Context: an optimization exercise on an open-source flow, tuned for small area, a short achievable clock period and few clock cycles per item. The choices shown serve that exercise and are no tape-out recipe.
For this run, only the layout was checked, not whether the RTL still works.
Power is estimated from default activity; no workload was simulated.

**flow/config.mk**
```make
export PLATFORM = sky130hd
export DESIGN_NAME = timeout_queue_with_backoff
export DESIGN_NICKNAME = timeout_queue_with_backoff
export VERILOG_FILES = /design/flow/design.v
export SDC_FILE = /design/flow/constraint.sdc
export NUM_CORES = 4
export LEC_CHECK = 0
export ABC_CLOCK_PERIOD_IN_PS = 2500
export CAP_MARGIN = 20
export CORE_MARGIN = 2
export CORE_UTILIZATION = 40
export SETUP_SLACK_MARGIN = 5
export SLEW_MARGIN = 20
```
**flow/constraint.sdc**
```tcl
create_clock -name core_clock -period 8.0 [get_ports {clk}]
set_input_delay 1.6000 -clock core_clock [delete_from_list [all_inputs] [get_ports {clk}]]
set_output_delay 1.6000 -clock core_clock [all_outputs]
set_load 0.01 [all_outputs]
```
**flow/design.v**
```verilog
package tqb_pkg;
	localparam int CMD_W = 2;
	localparam int SLOT_W = 6;
	localparam int NOW_W = 32;
	localparam int TIMEOUT_W = 32;
	localparam int COUNT_W = 16;
	localparam int CFG_IDX_W = 2;
	localparam int CFG_DATA_W = 32;
	localparam logic [CFG_IDX_W-1:0] CFG_INITIAL_TIMEOUT = 2'd0;
	localparam logic [CFG_IDX_W-1:0] CFG_BACKOFF_THRESHOLD = 2'd1;
	localparam logic [TIMEOUT_W-1:0] INITIAL_TIMEOUT_RST = 32'd1000;
	localparam logic [COUNT_W-1:0] BACKOFF_THRESHOLD_RST = 16'd8;
	localparam logic [COUNT_W-1:0] COUNT_MAX = 16'hFFFF;
	localparam logic [TIMEOUT_W-1:0] TIMEOUT_MAX = 32'hFFFF_FFFF;
	localparam logic [CMD_W-1:0] CMD_PUSH = 2'd0;
	localparam logic [CMD_W-1:0] CMD_REMOVE = 2'd1;
	localparam logic [CMD_W-1:0] CMD_CHECK = 2'd2;
	typedef struct packed {
		logic [CMD_W-1:0] cmd;
		logic [SLOT_W-1:0] slot;
		logic [NOW_W-1:0] now_time;
	} tqb_in_t;
	typedef struct packed {
		logic expired;
		logic [SLOT_W-1:0] expired_slot;
		logic order_error;
	} tqb_out_t;
endpackage
module timeout_queue_with_backoff #(
	parameter int SLOTS = 64,
	parameter int TIME_BITS = 32
) (
	input logic clk,
	input logic arst_n,
	input logic in_valid,
	output logic in_ready,
	input logic [39:0] in_data,
	output logic out_valid,
	input logic out_ready,
	output logic [7:0] out_data,
	input logic cfg_valid,
	output logic cfg_ready,
	input logic [tqb_pkg::CFG_IDX_W-1:0] cfg_index,
	input logic [tqb_pkg::CFG_DATA_W-1:0] cfg_data
);
	localparam int N = 64;
	localparam int TW = 32;
	localparam int SW = 6;
	logic e_v, z_v;
	logic [39:0] e_d, z_d;
	logic acc, e_free, exec;
	assign in_ready = !z_v;
	assign acc = in_valid && !z_v;
	assign cfg_ready = 1'b1;
	logic [1:0] e_cmd;
	logic [SW-1:0] e_s;
	logic [TW-1:0] e_t;
	assign e_cmd = e_d[39:38];
	assign e_s = e_d[37:32];
	assign e_t = e_d[31:0];
	logic is_push, is_rem, is_chk;
	assign is_push = (e_cmd == tqb_pkg::CMD_PUSH);
	assign is_rem = (e_cmd == tqb_pkg::CMD_REMOVE);
	assign is_chk = (e_cmd == tqb_pkg::CMD_CHECK);
	logic [N-1:0] v;
	logic [N*SW-1:0] sl;
	logic [N*TW-1:0] ts;
	logic hd_ok, hd_valid;
	logic [TW-1:0] hd_ts;
	logic tl_ok, tl_valid;
	logic [SW-1:0] tl_slot;
	logic [TW-1:0] tl_ts;
	logic [TW-1:0] cur_timeout_q;
	logic [15:0] threshold_q, count_q;
	logic out_valid_q, s_v;
	logic [7:0] out_q, s_q;
	logic blk;
	assign blk = (is_push && !hd_ok) || (is_chk && !tl_ok);
	assign exec = e_v && !blk && !s_v;
	assign e_free = !e_v || exec;
	logic order_err, do_push, do_rem, mod;
	assign order_err = is_push && hd_valid && (e_t < hd_ts);
	assign do_push = exec && is_push && !order_err;
	assign do_rem = exec && is_rem;
	assign mod = exec && (is_push || is_rem);
	logic [33:0] ca, cb, cc, cps, cpc, csum;
	logic exp_hit;
	assign ca = {2'b00, e_t};
	assign cb = ~{2'b00, tl_ts};
	assign cc = ~{2'b00, cur_timeout_q};
	assign cps = ca ^ cb ^ cc;
	assign cpc = {((ca[32:0] & cb[32:0]) | (ca[32:0] & cc[32:0]) | (cb[32:0] & cc[32:0])), 1'b1};
	assign csum = cps + cpc;
	assign exp_hit = exec && is_chk && tl_valid && !csum[33];
	logic [15:0] cnt1;
	logic bump;
	logic [TW-1:0] doubled;
	assign cnt1 = (count_q != 16'hFFFF) ? count_q + 16'd1 : count_q;
	assign bump = cnt1 > threshold_q;
	assign doubled = cur_timeout_q[TW-1] ? 32'hFFFF_FFFF : {cur_timeout_q[TW-2:0], 1'b0};
	logic [N-1:0] match, nstop, nb, en, hit;
	always_comb begin
		for (int j = 0; j < N; j++) begin
			match[j] = v[j] && (sl[j*SW +: SW] == e_s);
			nstop[j] = v[j] && !match[j];
		end
	end
	logic [N-1:0] pa0, pa1, pa2, pa3, pa4, pa5, pa6;
	always_comb begin
		pa0 = nstop;
		for (int j = 0; j < N; j++) pa1[j] = (j >= 1) ? (pa0[j] & pa0[j-1]) : pa0[j];
		for (int j = 0; j < N; j++) pa2[j] = (j >= 2) ? (pa1[j] & pa1[j-2]) : pa1[j];
		for (int j = 0; j < N; j++) pa3[j] = (j >= 4) ? (pa2[j] & pa2[j-4]) : pa2[j];
		for (int j = 0; j < N; j++) pa4[j] = (j >= 8) ? (pa3[j] & pa3[j-8]) : pa3[j];
		for (int j = 0; j < N; j++) pa5[j] = (j >= 16) ? (pa4[j] & pa4[j-16]) : pa4[j];
		for (int j = 0; j < N; j++) pa6[j] = (j >= 32) ? (pa5[j] & pa5[j-32]) : pa5[j];
		nb = {pa6[N-2:0], 1'b1};
		en = nb & {N{do_push}};
		hit = match & {N{do_push || do_rem}};
	end
	always_ff @(posedge clk or negedge arst_n) begin
		if (!arst_n) begin
			v <= '0;
		end else begin
			v <= en | (v & ~hit);
		end
	end
	always_ff @(posedge clk) begin
		if (en[0]) begin
			sl[0 +: SW] <= e_s;
			ts[0 +: TW] <= e_t;
		end
		for (int j = 1; j < N; j++) begin
			if (en[j]) begin
				sl[j*SW +: SW] <= sl[(j-1)*SW +: SW];
				ts[j*TW +: TW] <= ts[(j-1)*TW +: TW];
			end
		end
	end
	logic [N-1:0] ob0, ob1, ob2, ob3, ob4, ob5, ob6;
	logic [N-1:0] oa0, oa1, oa2, oa3, oa4, oa5, oa6;
	logic [N-1:0] lo_oh, hi_oh, rsel;
	logic rc_tail, rc_any;
	logic [SW-1:0] rc_slot;
	logic [TW-1:0] rc_ts;
	assign rc_tail = !tl_ok;
	always_comb begin
		ob0 = v;
		for (int j = 0; j < N; j++) ob1[j] = (j >= 1) ? (ob0[j] | ob0[j-1]) : ob0[j];
		for (int j = 0; j < N; j++) ob2[j] = (j >= 2) ? (ob1[j] | ob1[j-2]) : ob1[j];
		for (int j = 0; j < N; j++) ob3[j] = (j >= 4) ? (ob2[j] | ob2[j-4]) : ob2[j];
		for (int j = 0; j < N; j++) ob4[j] = (j >= 8) ? (ob3[j] | ob3[j-8]) : ob3[j];
		for (int j = 0; j < N; j++) ob5[j] = (j >= 16) ? (ob4[j] | ob4[j-16]) : ob4[j];
		for (int j = 0; j < N; j++) ob6[j] = (j >= 32) ? (ob5[j] | ob5[j-32]) : ob5[j];
		oa0 = v;
		for (int j = 0; j < N; j++) oa1[j] = (j < N-1) ? (oa0[j] | oa0[j+1]) : oa0[j];
		for (int j = 0; j < N; j++) oa2[j] = (j < N-2) ? (oa1[j] | oa1[j+2]) : oa1[j];
		for (int j = 0; j < N; j++) oa3[j] = (j < N-4) ? (oa2[j] | oa2[j+4]) : oa2[j];
		for (int j = 0; j < N; j++) oa4[j] = (j < N-8) ? (oa3[j] | oa3[j+8]) : oa3[j];
		for (int j = 0; j < N; j++) oa5[j] = (j < N-16) ? (oa4[j] | oa4[j+16]) : oa4[j];
		for (int j = 0; j < N; j++) oa6[j] = (j < N-32) ? (oa5[j] | oa5[j+32]) : oa5[j];
		lo_oh = v & ~{ob6[N-2:0], 1'b0};
		hi_oh = v & ~{1'b0, oa6[N-1:1]};
		rsel = rc_tail ? hi_oh : lo_oh;
		rc_any = ob6[N-1];
		rc_slot = '0;
		rc_ts = '0;
		for (int j = 0; j < N; j++) begin
			rc_slot = rc_slot | (sl[j*SW +: SW] & {SW{rsel[j]}});
			rc_ts = rc_ts | (ts[j*TW +: TW] & {TW{rsel[j]}});
		end
	end
	always_ff @(posedge clk or negedge arst_n) begin
		if (!arst_n) begin
			hd_ok <= 1'b1;
			hd_valid <= 1'b0;
		end else if (do_push) begin
			hd_ok <= 1'b1;
			hd_valid <= 1'b1;
		end else if (!hd_ok) begin
			if (!rc_tail) begin
				hd_valid <= rc_any;
				hd_ok <= !mod;
			end
		end else if (do_rem && |(match & lo_oh)) begin
			hd_ok <= 1'b0;
		end
	end
	always_ff @(posedge clk) begin
		if (do_push) begin
			hd_ts <= e_t;
		end else if (!hd_ok && !rc_tail) begin
			hd_ts <= rc_ts;
		end
	end
	logic tl_load_new;
	assign tl_load_new = do_push && tl_ok && !tl_valid;
	always_ff @(posedge clk or negedge arst_n) begin
		if (!arst_n) begin
			tl_ok <= 1'b1;
			tl_valid <= 1'b0;
		end else if (tl_load_new) begin
			tl_valid <= 1'b1;
		end else if (!tl_ok) begin
			tl_valid <= rc_any;
			tl_ok <= !mod;
		end else if ((do_push || do_rem) && |(match & hi_oh)) begin
			tl_ok <= 1'b0;
		end
	end
	always_ff @(posedge clk) begin
		if (tl_load_new) begin
			tl_slot <= e_s;
			tl_ts <= e_t;
		end else if (!tl_ok) begin
			tl_slot <= rc_slot;
			tl_ts <= rc_ts;
		end
	end
	always_ff @(posedge clk or negedge arst_n) begin
		if (!arst_n) begin
			cur_timeout_q <= tqb_pkg::INITIAL_TIMEOUT_RST;
			threshold_q <= tqb_pkg::BACKOFF_THRESHOLD_RST;
			count_q <= '0;
		end else begin
			if (exp_hit) begin
				if (bump) begin
					count_q <= '0;
					cur_timeout_q <= doubled;
				end else begin
					count_q <= cnt1;
				end
			end
			if (cfg_valid) begin
				if (cfg_index == tqb_pkg::CFG_INITIAL_TIMEOUT) begin
					cur_timeout_q <= cfg_data;
					count_q <= '0;
				end else if (cfg_index == tqb_pkg::CFG_BACKOFF_THRESHOLD) begin
					threshold_q <= cfg_data[15:0];
				end
			end
		end
	end
	always_ff @(posedge clk or negedge arst_n) begin
		if (!arst_n) begin
			e_v <= 1'b0;
			z_v <= 1'b0;
		end else if (e_free) begin
			e_v <= z_v || acc;
			z_v <= 1'b0;
		end else if (acc) begin
			z_v <= 1'b1;
		end
	end
	always_ff @(posedge clk) begin
		if (e_free) begin
			e_d <= z_v ? z_d : in_data;
		end
		if (!e_free && !z_v) begin
			z_d <= in_data;
		end
	end
	logic [7:0] res;
	assign res = {exp_hit, exp_hit ? tl_slot : 6'd0, order_err};
	logic o_free;
	assign o_free = !out_valid_q || out_ready;
	assign out_valid = out_valid_q;
	assign out_data = out_q;
	always_ff @(posedge clk or negedge arst_n) begin
		if (!arst_n) begin
			out_valid_q <= 1'b0;
			s_v <= 1'b0;
		end else if (o_free) begin
			out_valid_q <= s_v || exec;
			s_v <= 1'b0;
		end else if (exec) begin
			s_v <= 1'b1;
		end
	end
	always_ff @(posedge clk) begin
		if (o_free) begin
			out_q <= s_v ? s_q : res;
		end
		if (!o_free && !s_v) begin
			s_q <= res;
		end
	end
endmodule
```
**flow/run.sh**
```bash
#!/bin/bash
# synth_recipe.tcl (not shown) runs the flow's synth.tcl, then flattens the netlist and writes it again
# the make line also repeats each setting of config.mk as NAME=value (left out here)
make -C /OpenROAD-flow-scripts/flow DESIGN_CONFIG=/design/flow/config.mk WORK_HOME=/design/flow/orfs CLKGATE_MAP_FILE= SYNTH_SCRIPT=/design/flow/synth_recipe.tcl finish
```
==> run summary <==
stage by stage:
stage | utilization [%] | cell area (µm²) | power [mW] | std cells
global placement | 43.5 | 129000 | 21.0 | 12278
floorplan | - | 119000 | 18.8 | 8182
CTS | 57.7 | 171000 | 37.2 | 14438
detailed placement | 43.6 | 129000 | 21.0 | 12292
worst min-delay path by stage:
stage                   from  endpoint  cells past startpoint
global placement    ts[1216]  ts[1248]                      0
floorplan           ts[1314]  ts[1346]                      0
detailed placement  ts[1788]  ts[1820]                      0
CTS                  ts[668]   ts[700]                      0
Yosys cell counts, drive strengths merged, types with 234 or more instances:
cell | instances | area [µm²]
a221oi | 260 | 2280
clkbuf | 245 | 921
a22o | 285 | 2500
nand2 | 413 | 1550
edfxtp | 2598 | 78000
nand3 | 289 | 1480
nor2 | 303 | 1170
buf | 283 | 1810
nand4 | 283 | 1820
nor4 | 234 | 1970
xor2 | 285 | 2510
a22oi | 451 | 3390
cells by family after synthesis:
kind of cell	count (synthesis)
flops	2734
simple gates	2092
compound gates	2058
buf+inv	729
xor+xnor	398
fa+ha+maj	111
mux	59
other cells	1
power by group through the flow:
stage / sequential [mW] / clock [mW] / combinational, mW
global placement: 17.0 / 0 / 3.98
floorplan: 16.6 / 0 / 2.16
CTS: 16.6 / 14.8 / 5.81
detailed placement: 17.0 / 0 / 3.98
layer usage:
| metal | global-route usage (%) | overflow |
|---|---|---|
| met5 | 57.9 | 2 |
| met4 | 72.3 | 43 |
| met3 | 73.7 | 8 |
| met2 | 87.3 | 65 |
| met1 | 81.2 | 1 |
repair_timing:
action,4_1_cts
setup endpoints to repair,2738
gates resized for setup,2545
pin swaps,454
gates cloned,260
setup buffers,1333
==> results.toml <==
[placed_design]
globalplace.congestion = 1.20
place_ws_ps = 1660
post-dp-hpwl_um = 661000
portBuffers = 88

[logic_synthesis]
yosysSeqAreaShare_pct = 68.4
synth-seq-cells = 2734
synth_flop_cell = "edfxtp_1"
yosys_warnings = 1
synth.avg_cell_area_um2 = 14.5
synthAdderAreaFrac_pct = 1.37
async_reset_ff_share_pct = 4.97
synth_compound_area_share_pct = 13.8
synth_cell_types = 104
synthXorXnorAreaFrac_pct = 2.94
synth.area.mux_share_pct = 0.557
syn_inst = 8182
synth-simple-area-share_pct = 9.94
synth_edf_count = 2598
synth_top_family_by_area = "compound AO/OA/AOI/OAI gates"
synth_nets = 8372
netlist_area_um2 = 119000

[grt]
grt_remaining_overflow = 119
grt_max_degree = 69
grt_pass1_vias = 122590
grtUsageTotal_pct = 79.4
grt_pass1_wl_um = 1520000

[floorplan]
core.rowCount = 200
ios = 90
initial_utilization_pct = 40.2
die_width_um = 549
chipHeight_um = 549

[clock_tree]
htreeDepth = 5
cts_hold_buf = 0
cts-root-buf = "clkbuf_16"
cts_buffers = 304
cts.path.max_buffers = 4
clock-sinks = 2734

[run_status]
lastStage = "global routing (5_1_grt)"
tool.error = "[ERROR GRT-0116] Global routing finished with congestion. Check the congestion regions in the DRC Viewer."
run_status = "stopped before the end"
